This is an optimization exercise on Yosys and OpenROAD, whose aim is small area and a short achievable clock period, not a production implementation. Function was checked by simulation only, so behaviour that the tests miss may differ from the original. Power is estimated from default activity; no workload was simulated.

## ibexc_data_tag_bridge
module ibexc_data_tag_bridge #(
    parameter logic [31:0] TagBase        = 32'h2001_0000,
    parameter int          NumGranules    = 2048,
    parameter int          MaxOutstanding = 2
) (
    input  logic        clk_i,
    input  logic        rst_ni,
    input  logic        core_req_i,
    output logic        core_gnt_o,
    output logic        core_rvalid_o,
    input  logic        core_we_i,
    input  logic [3:0]  core_be_i,
    input  logic [31:0] core_addr_i,
    input  logic [32:0] core_wdata_i,
    input  logic        core_is_cap_i,
    output logic [32:0] core_rdata_o,
    output logic        core_err_o,
    output logic        bus_req_o,
    input  logic        bus_gnt_i,
    input  logic        bus_rvalid_i,
    output logic        bus_we_o,
    output logic [3:0]  bus_be_o,
    output logic [31:0] bus_addr_o,
    output logic [31:0] bus_wdata_o,
    input  logic [31:0] bus_rdata_i,
    input  logic        bus_err_i,
    output logic        protocol_err_o
);
For scale: roughly 7,500 cells after synthesis, roughly 220 I/O pins, ~78,000 um2 of cells after synthesis.
==> flow/config.mk <==
export PLATFORM = sky130hd
export DESIGN_NAME = ibexc_data_tag_bridge
export DESIGN_NICKNAME = ibexc_data_tag_bridge
export VERILOG_FILES = /design/flow/design.v
export SDC_FILE = /design/flow/constraint.sdc
export NUM_CORES = 4
export LEC_CHECK = 0
export CAP_MARGIN = 20
export CORE_MARGIN = 2
export CORE_UTILIZATION = 40
export CTS_CLUSTER_DIAMETER = 50
export CTS_CLUSTER_SIZE = 24
export SETUP_SLACK_MARGIN = 3.6
export SLEW_MARGIN = 35
export SYNTH_HIERARCHICAL = 1
==> flow/constraint.sdc <==
create_clock -name core_clock -period 7.0 [get_ports {clk_i}]
set_input_delay 1.4000 -clock core_clock [delete_from_list [all_inputs] [get_ports {clk_i}]]
set_output_delay 1.4000 -clock core_clock [all_outputs]
set_load 0.01 [all_outputs]
standard.sh (not shown) runs the stock make flow with config.mk's settings and CLKGATE_MAP_FILE= SYNTH_SCRIPT=/design/flow/synth_recipe.tcl, a recipe that flattens the netlist after the stock synthesis.
==> flow/flow/run.sh <==
#!/bin/bash
# The standard layout (standard.sh), with plain buffers rather than delay
# cells on the ports and no dummy clock loads. standard.sh's output goes to
# standard.log.
set -o pipefail
export BUFFER_PORTS_ARGS="-buffer_cell sky130_fd_sc_hd__buf_2"
export CTS_ARGS="-sink_clustering_enable -repair_clock_nets -dont_use_dummy_load -sink_clustering_size 24 -sink_clustering_max_diameter 50"
bash standard.sh > standard.log 2>&1
The baseline produced a clean layout.
Rerun with:
--- a/flow/design.v
+++ b/flow/design.v
@@ -46,40 +46,40 @@
     logic [ColW-1:0] col_q   [2];
     logic            wr_en_q [2];    
     logic            wval_q  [2];    
     logic            rd_en_q [2];    
     logic            rflag_q [2];    
     logic [NCol-1:0] rowv_q  [2];    
     logic            rowi_q  [2];
     logic            np_q;
+    logic            hnew_q;
     logic            nt_raw_q;       
-    logic            nt_fh_q;        
-    logic            nt_fv_q;
+    logic            nt_c1_q;        
+    logic            nt_c0_q;        
     logic push, pop;
     assign push = bus_gnt_i & ~full_q;
     assign pop  = bus_rvalid_i & ne_q;
     assign bus_req_o   = core_req_i & ~full_q;
     assign core_gnt_o  = push;
     assign bus_we_o    = core_we_i;
     assign bus_be_o    = core_be_i;
     assign bus_addr_o  = core_addr_i;
     assign bus_wdata_o = core_wdata_i[31:0];
-    logic nt_tag;
-    assign nt_tag = nt_fh_q ? nt_fv_q : (nt_raw_q ^ ~pol_q);
+    logic nt_flag;
+    assign nt_flag = nt_c0_q | (nt_c1_q & (nt_raw_q ^ ~pol_q));
     logic            h_wr, h_wval, h_rflag;
-    logic            h_rd_en, h_new;
+    logic            h_rd_en;
     logic [RowW-1:0] h_row;
     logic [ColW-1:0] h_col;
     logic [NCol-1:0] h_rowv;
-    assign h_new   = np_q & (rd_q != wr_q);
     assign h_wr    = rd_q ? wr_en_q[1] : wr_en_q[0];
     assign h_wval  = rd_q ? wval_q[1]  : wval_q[0];
     assign h_rd_en = rd_q ? rd_en_q[1] : rd_en_q[0];
-    assign h_rflag = h_new ? (h_rd_en & nt_tag) : (rd_q ? rflag_q[1] : rflag_q[0]);
+    assign h_rflag = hnew_q ? nt_flag : (rd_q ? rflag_q[1] : rflag_q[0]);
     assign h_row   = rd_q ? row_q[1]   : row_q[0];
     assign h_col   = rd_q ? col_q[1]   : col_q[0];
     assign h_rowv  = rd_q ? (rowv_q[1] ^ {NCol{rowi_q[1]}}) : (rowv_q[0] ^ {NCol{rowi_q[0]}});
     assign core_rvalid_o      = pop;
     assign core_err_o         = pop & bus_err_i;
     assign core_rdata_o[31:0] = rst_ni ? bus_rdata_i : 32'h0;
     assign core_rdata_o[32]   = pop & ~bus_err_i & h_rflag;
     assign protocol_err_o     = perr_q;
@@ -102,16 +102,18 @@
     always_comb begin
         for (int r = 0; r < NRow; r++) rrow[r] = (n_row == r);
         rowraw = '0;
         for (int b = 0; b < NBnk; b++) rowraw = rowraw | bankrd[b];
     end
     logic            n_same, n_fwd;
     assign n_same = wcommit & (h_row == n_row);
     assign n_fwd  = clr_q | n_same;
+    logic n_rd_en;
+    assign n_rd_en = ~core_we_i & core_is_cap_i & n_in_region;
     logic [NRow-1:0] wa, wb;
     logic [NCol-1:0] wd;
     logic [NCol-1:0] wy [NBnk];
     logic [NBnk-1:0] wany;
     always_comb begin
         for (int r = 0; r < NRow; r++) begin
             wa[r] = clr_q | (wcommit & (h_row == r));
             wb[r] = ~clr_q & (h_row != r);
@@ -134,51 +136,53 @@
             .wb_i   (wb[b*BRow +: BRow]),
             .wy_i   (wy[b]),
             .rsel_i (rrow[b*BRow +: BRow]),
             .rd_o   (bankrd[b])
         );
     end
     always_ff @(posedge clk_i) begin
         nt_raw_q <= rowraw[n_col];
-        nt_fh_q  <= clr_q | (n_same & (h_col == n_col));
-        nt_fv_q  <= ~clr_q & h_wval;
+        nt_c1_q  <= n_rd_en & ~(clr_q | (n_same & (h_col == n_col)));
+        nt_c0_q  <= n_rd_en & ~clr_q & n_same & (h_col == n_col) & h_wval;
     end
     always_ff @(posedge clk_i) begin
         for (int k = 0; k < 2; k++) begin
             if (push && (wr_q == (k == 1))) begin
                 row_q[k]   <= n_row;
                 col_q[k]   <= n_col;
                 wr_en_q[k] <= core_we_i & n_in_region;
                 wval_q[k]  <= core_is_cap_i & core_wdata_i[32];
-                rd_en_q[k] <= ~core_we_i & core_is_cap_i & n_in_region;
+                rd_en_q[k] <= n_rd_en;
                 rowv_q[k]  <= n_fwd ? (clr_q ? '0 : h_rownew) : rowraw;
                 rowi_q[k]  <= ~n_fwd & pol_q;
             end else begin
                 if (wcommit && (row_q[k] == h_row)) begin
                     rowv_q[k] <= h_rownew;
                     rowi_q[k] <= 1'b0;
                 end
                 if (wcommit && (row_q[k] == h_row) && (col_q[k] == h_col))
                     rflag_q[k] <= rd_en_q[k] & h_wval;
                 else if (np_q && (wr_q != (k == 1)))
-                    rflag_q[k] <= rd_en_q[k] & nt_tag;
+                    rflag_q[k] <= nt_flag;
             end
         end
     end
     always_ff @(posedge clk_i or negedge rst_ni) begin
         if (!rst_ni) begin
             ne_q   <= 1'b0;
             full_q <= 1'b0;
             rd_q   <= 1'b0;
             wr_q   <= 1'b0;
             perr_q <= 1'b0;
             np_q   <= 1'b0;
+            hnew_q <= 1'b0;
         end else begin
-            np_q <= push;
+            np_q   <= push;
+            hnew_q <= push & ((rd_q ^ pop) == wr_q);
             if (push) wr_q <= ~wr_q;
             if (pop)  rd_q <= ~rd_q;
             case ({push, pop})
                 2'b10: begin
                     ne_q   <= 1'b1;
                     full_q <= ne_q;
                 end
                 2'b01: begin
Outcome: Utilization increases by 1.1 points; critical path depth stays the same; via count came out higher by 1.7%; combinational power barely changes; clock power rose by about 2%; synthesized cell count is about the same; fmax shrinks by 3.2%; non-clock buffer count rises by 67; cell count increases by 0.81%; synthesized area hardly moves; total power rose by 1.0%; global-route usage barely changes; worst hold slack is better by 41 ps; clock-buffer cell count is higher by 5.

* * *

Setup of main:
The RTL this note starts from:
==> flow/design.v <==
module ibexc_data_tag_bridge #(
    parameter logic [31:0] TagBase        = 32'h2001_0000,
    parameter int          NumGranules    = 2048,
    parameter int          MaxOutstanding = 2
) (
    input  logic        clk_i,
    input  logic        rst_ni,
    input  logic        core_req_i,
    output logic        core_gnt_o,
    output logic        core_rvalid_o,
    input  logic        core_we_i,
    input  logic [3:0]  core_be_i,
    input  logic [31:0] core_addr_i,
    input  logic [32:0] core_wdata_i,
    input  logic        core_is_cap_i,
    output logic [32:0] core_rdata_o,
    output logic        core_err_o,
    output logic        bus_req_o,
    input  logic        bus_gnt_i,
    input  logic        bus_rvalid_i,
    output logic        bus_we_o,
    output logic [3:0]  bus_be_o,
    output logic [31:0] bus_addr_o,
    output logic [31:0] bus_wdata_o,
    input  logic [31:0] bus_rdata_i,
    input  logic        bus_err_i,
    output logic        protocol_err_o
);
    localparam int IdxW  = $clog2(NumGranules);    
    localparam int ColW  = 4;
    localparam int RowW  = IdxW - ColW;            
    localparam int NCol  = 1 << ColW;              
    localparam int NRow  = 1 << RowW;              
    localparam int RegW  = IdxW + 3;               
    localparam int BnkW  = 3;
    localparam int NBnk  = 1 << BnkW;              
    localparam int BRow  = NRow / NBnk;            
    logic            ne_q;       
    logic            full_q;     
    logic            rd_q;       
    logic            wr_q;       
    logic            perr_q;
    logic            clr_q;      
    logic            pol_q;      
    logic [RowW-1:0] row_q   [2];
    logic [ColW-1:0] col_q   [2];
    logic            wr_en_q [2];    
    logic            wval_q  [2];    
    logic            rd_en_q [2];    
    logic            rflag_q [2];    
    logic [NCol-1:0] rowv_q  [2];    
    logic            rowi_q  [2];
    logic            np_q;
    logic            nt_raw_q;       
    logic            nt_fh_q;        
    logic            nt_fv_q;
    logic push, pop;
    assign push = bus_gnt_i & ~full_q;
    assign pop  = bus_rvalid_i & ne_q;
    assign bus_req_o   = core_req_i & ~full_q;
    assign core_gnt_o  = push;
    assign bus_we_o    = core_we_i;
    assign bus_be_o    = core_be_i;
    assign bus_addr_o  = core_addr_i;
    assign bus_wdata_o = core_wdata_i[31:0];
    logic nt_tag;
    assign nt_tag = nt_fh_q ? nt_fv_q : (nt_raw_q ^ ~pol_q);
    logic            h_wr, h_wval, h_rflag;
    logic            h_rd_en, h_new;
    logic [RowW-1:0] h_row;
    logic [ColW-1:0] h_col;
    logic [NCol-1:0] h_rowv;
    assign h_new   = np_q & (rd_q != wr_q);
    assign h_wr    = rd_q ? wr_en_q[1] : wr_en_q[0];
    assign h_wval  = rd_q ? wval_q[1]  : wval_q[0];
    assign h_rd_en = rd_q ? rd_en_q[1] : rd_en_q[0];
    assign h_rflag = h_new ? (h_rd_en & nt_tag) : (rd_q ? rflag_q[1] : rflag_q[0]);
    assign h_row   = rd_q ? row_q[1]   : row_q[0];
    assign h_col   = rd_q ? col_q[1]   : col_q[0];
    assign h_rowv  = rd_q ? (rowv_q[1] ^ {NCol{rowi_q[1]}}) : (rowv_q[0] ^ {NCol{rowi_q[0]}});
    assign core_rvalid_o      = pop;
    assign core_err_o         = pop & bus_err_i;
    assign core_rdata_o[31:0] = rst_ni ? bus_rdata_i : 32'h0;
    assign core_rdata_o[32]   = pop & ~bus_err_i & h_rflag;
    assign protocol_err_o     = perr_q;
    logic wcommit;
    assign wcommit = pop & ~bus_err_i & h_wr;
    logic [NCol-1:0] h_rownew;
    always_comb begin
        for (int c = 0; c < NCol; c++)
            h_rownew[c] = (h_col == c) ? h_wval : h_rowv[c];
    end
    logic            n_in_region;
    logic [RowW-1:0] n_row;
    logic [ColW-1:0] n_col;
    assign n_in_region = (core_addr_i[31:RegW] == TagBase[31:RegW]);
    assign n_row       = core_addr_i[RegW-1:3+ColW];
    assign n_col       = core_addr_i[ColW+2:3];
    logic [NRow-1:0] rrow;
    logic [NCol-1:0] bankrd [NBnk];
    logic [NCol-1:0] rowraw;     
    always_comb begin
        for (int r = 0; r < NRow; r++) rrow[r] = (n_row == r);
        rowraw = '0;
        for (int b = 0; b < NBnk; b++) rowraw = rowraw | bankrd[b];
    end
    logic            n_same, n_fwd;
    assign n_same = wcommit & (h_row == n_row);
    assign n_fwd  = clr_q | n_same;
    logic [NRow-1:0] wa, wb;
    logic [NCol-1:0] wd;
    logic [NCol-1:0] wy [NBnk];
    logic [NBnk-1:0] wany;
    always_comb begin
        for (int r = 0; r < NRow; r++) begin
            wa[r] = clr_q | (wcommit & (h_row == r));
            wb[r] = ~clr_q & (h_row != r);
        end
    end
    assign wd = ~((clr_q ? '0 : h_rownew) ^ {NCol{~pol_q}});
    always_comb begin
        for (int b = 0; b < NBnk; b++) begin
            wany[b] = clr_q | (wcommit & (h_row[RowW-1:RowW-BnkW] == b));
            wy[b]   = wany[b] ? wd : '1;
        end
    end
    for (genvar b = 0; b < NBnk; b++) begin : g_bank
        ibexc_data_tag_bridge_bank #(
            .NR (BRow),
            .NC (NCol)
        ) u_bank (
            .clk_i  (clk_i),
            .wa_i   (wa[b*BRow +: BRow]),
            .wb_i   (wb[b*BRow +: BRow]),
            .wy_i   (wy[b]),
            .rsel_i (rrow[b*BRow +: BRow]),
            .rd_o   (bankrd[b])
        );
    end
    always_ff @(posedge clk_i) begin
        nt_raw_q <= rowraw[n_col];
        nt_fh_q  <= clr_q | (n_same & (h_col == n_col));
        nt_fv_q  <= ~clr_q & h_wval;
    end
    always_ff @(posedge clk_i) begin
        for (int k = 0; k < 2; k++) begin
            if (push && (wr_q == (k == 1))) begin
                row_q[k]   <= n_row;
                col_q[k]   <= n_col;
                wr_en_q[k] <= core_we_i & n_in_region;
                wval_q[k]  <= core_is_cap_i & core_wdata_i[32];
                rd_en_q[k] <= ~core_we_i & core_is_cap_i & n_in_region;
                rowv_q[k]  <= n_fwd ? (clr_q ? '0 : h_rownew) : rowraw;
                rowi_q[k]  <= ~n_fwd & pol_q;
            end else begin
                if (wcommit && (row_q[k] == h_row)) begin
                    rowv_q[k] <= h_rownew;
                    rowi_q[k] <= 1'b0;
                end
                if (wcommit && (row_q[k] == h_row) && (col_q[k] == h_col))
                    rflag_q[k] <= rd_en_q[k] & h_wval;
                else if (np_q && (wr_q != (k == 1)))
                    rflag_q[k] <= rd_en_q[k] & nt_tag;
            end
        end
    end
    always_ff @(posedge clk_i or negedge rst_ni) begin
        if (!rst_ni) begin
            ne_q   <= 1'b0;
            full_q <= 1'b0;
            rd_q   <= 1'b0;
            wr_q   <= 1'b0;
            perr_q <= 1'b0;
            np_q   <= 1'b0;
        end else begin
            np_q <= push;
            if (push) wr_q <= ~wr_q;
            if (pop)  rd_q <= ~rd_q;
            case ({push, pop})
                2'b10: begin
                    ne_q   <= 1'b1;
                    full_q <= ne_q;
                end
                2'b01: begin
                    ne_q   <= full_q;
                    full_q <= 1'b0;
                end
                default: ;
            endcase
            if (bus_rvalid_i && !ne_q) perr_q <= 1'b1;
        end
    end
    always_ff @(posedge clk_i or negedge rst_ni) begin
        if (!rst_ni) clr_q <= 1'b1;
        else         clr_q <= 1'b0;
    end
    always_ff @(posedge clk_i or negedge rst_ni) begin
        if (!rst_ni) pol_q <= 1'b0;
        else         pol_q <= ~pol_q;
    end
endmodule
module ibexc_data_tag_bridge_bank #(
    parameter int NR = 16,
    parameter int NC = 16
) (
    input  logic          clk_i,
    input  logic [NR-1:0] wa_i,
    input  logic [NR-1:0] wb_i,
    input  logic [NC-1:0] wy_i,
    input  logic [NR-1:0] rsel_i,
    output logic [NC-1:0] rd_o
);
    logic [NC-1:0] tags_q [NR];
    always_ff @(posedge clk_i) begin
        for (int r = 0; r < NR; r++) begin
            tags_q[r] <= ~((tags_q[r] | {NC{wa_i[r]}}) & ({NC{wb_i[r]}} | wy_i));
        end
    end
    always_comb begin
        rd_o = '0;
        for (int r = 0; r < NR; r++) rd_o = rd_o | (tags_q[r] & {NC{rsel_i[r]}});
    end
endmodule
Settings: LEC_CHECK=0, CAP_MARGIN=20, CORE_MARGIN=2, CORE_UTILIZATION=55, CTS_CLUSTER_DIAMETER=50, CTS_CLUSTER_SIZE=24, PLACE_DENSITY=0.72, SETUP_SLACK_MARGIN=3.6, SLEW_MARGIN=35, SYNTH_HIERARCHICAL=1; clock period 7.0 ns.
Scripts as last shown in full above: flow/flow/run.sh
Modified inputs, the feature branch compared to main
--- a/flow/design.v
+++ b/flow/design.v
@@ -52,7 +52,8 @@
     logic            rowi_q  [2];
     logic            np_q;
+    logic            hnew_q;
     logic            nt_raw_q;       
-    logic            nt_fh_q;        
-    logic            nt_fv_q;
+    logic            nt_c1_q;        
+    logic            nt_c0_q;        
     logic push, pop;
     assign push = bus_gnt_i & ~full_q;
@@ -64,16 +65,15 @@
     assign bus_addr_o  = core_addr_i;
     assign bus_wdata_o = core_wdata_i[31:0];
-    logic nt_tag;
-    assign nt_tag = nt_fh_q ? nt_fv_q : (nt_raw_q ^ ~pol_q);
+    logic nt_flag;
+    assign nt_flag = nt_c0_q | (nt_c1_q & (nt_raw_q ^ ~pol_q));
     logic            h_wr, h_wval, h_rflag;
-    logic            h_rd_en, h_new;
+    logic            h_rd_en;
     logic [RowW-1:0] h_row;
     logic [ColW-1:0] h_col;
     logic [NCol-1:0] h_rowv;
-    assign h_new   = np_q & (rd_q != wr_q);
     assign h_wr    = rd_q ? wr_en_q[1] : wr_en_q[0];
     assign h_wval  = rd_q ? wval_q[1]  : wval_q[0];
     assign h_rd_en = rd_q ? rd_en_q[1] : rd_en_q[0];
-    assign h_rflag = h_new ? (h_rd_en & nt_tag) : (rd_q ? rflag_q[1] : rflag_q[0]);
+    assign h_rflag = hnew_q ? nt_flag : (rd_q ? rflag_q[1] : rflag_q[0]);
     assign h_row   = rd_q ? row_q[1]   : row_q[0];
     assign h_col   = rd_q ? col_q[1]   : col_q[0];
@@ -108,4 +108,6 @@
     assign n_same = wcommit & (h_row == n_row);
     assign n_fwd  = clr_q | n_same;
+    logic n_rd_en;
+    assign n_rd_en = ~core_we_i & core_is_cap_i & n_in_region;
     logic [NRow-1:0] wa, wb;
     logic [NCol-1:0] wd;
@@ -140,6 +142,6 @@
     always_ff @(posedge clk_i) begin
         nt_raw_q <= rowraw[n_col];
-        nt_fh_q  <= clr_q | (n_same & (h_col == n_col));
-        nt_fv_q  <= ~clr_q & h_wval;
+        nt_c1_q  <= n_rd_en & ~(clr_q | (n_same & (h_col == n_col)));
+        nt_c0_q  <= n_rd_en & ~clr_q & n_same & (h_col == n_col) & h_wval;
     end
     always_ff @(posedge clk_i) begin
@@ -150,5 +152,5 @@
                 wr_en_q[k] <= core_we_i & n_in_region;
                 wval_q[k]  <= core_is_cap_i & core_wdata_i[32];
-                rd_en_q[k] <= ~core_we_i & core_is_cap_i & n_in_region;
+                rd_en_q[k] <= n_rd_en;
                 rowv_q[k]  <= n_fwd ? (clr_q ? '0 : h_rownew) : rowraw;
                 rowi_q[k]  <= ~n_fwd & pol_q;
@@ -161,5 +163,5 @@
                     rflag_q[k] <= rd_en_q[k] & h_wval;
                 else if (np_q && (wr_q != (k == 1)))
-                    rflag_q[k] <= rd_en_q[k] & nt_tag;
+                    rflag_q[k] <= nt_flag;
             end
         end
@@ -173,6 +175,8 @@
             perr_q <= 1'b0;
             np_q   <= 1'b0;
+            hnew_q <= 1'b0;
         end else begin
-            np_q <= push;
+            np_q   <= push;
+            hnew_q <= push & ((rd_q ^ pop) == wr_q);
             if (push) wr_q <= ~wr_q;
             if (pop)  rd_q <= ~rd_q;
Notes after the runs:
- For total power of the final layout, the feature branch and main come out practically identical.
- Any difference in die area between main and the feature branch is small enough to ignore.
- Number of nets produced by synthesis of the feature branch is on par with main.
- The feature branch ends up with higher minimum clock period after layout than main does.
- There was hardly any difference in routed wire length between main and the feature branch.
- Across both runs, ratio of final minimum period to clock period was higher for the feature branch than for main.
- | share of the core filled with cells in the final layout | lower: the feature branch |
- ~same proportion of total power due to net switching in the feature branch and main
- Status: synthesized cell count parity (the feature branch, main)
- Delta (the feature branch minus main): starting density of the core level; synthesized area per cell roughly the same.

[re-timing with driven ports]
Ports are ideal in the flow. The routed layouts listed here were re-timed in OpenROAD. Step 1: set_driving_cell puts a clkbuf_16 on clk_i and a buf_2 on each other input, an assumption about the parent block. Step 2 times the ports against the registers' clock, not the clock port: input delays grow and output delays shrink by t, the midpoint of the rising clock arrivals with the driver on. Three values: ideal, step 1, step 2; two values: the first two.
| run | shift t [ns] | setup slack, ns | hold slack, ns | worst setup path after step 2 | worst data-port slew with drivers (ns) |
|---|---|---|---|---|---|
| the first run of note 1 | 0.896 | 2.928 / 2.873 / 1.977 | 0.370 / 0.347 / 0.448 | input to register | 0.15 |
| the second run of note 1 | 0.905 | 2.792 / 2.724 / 1.819 | 0.411 / 0.389 / 0.446 | input to register | 0.24 |
| main | 0.899 | 2.956 / 2.860 / 1.960 | 0.424 / 0.406 / 0.448 | input to register | 0.28 |
| the feature branch | 0.875 | 2.853 / 2.873 / 1.998 | 0.411 / 0.396 / 0.448 | input to register | 0.19 |
After both steps every run listed still meets setup and hold. For main, which loses most, drivers alone change the setup slack by -0.096 ns; drivers and shift together by -0.996 ns.
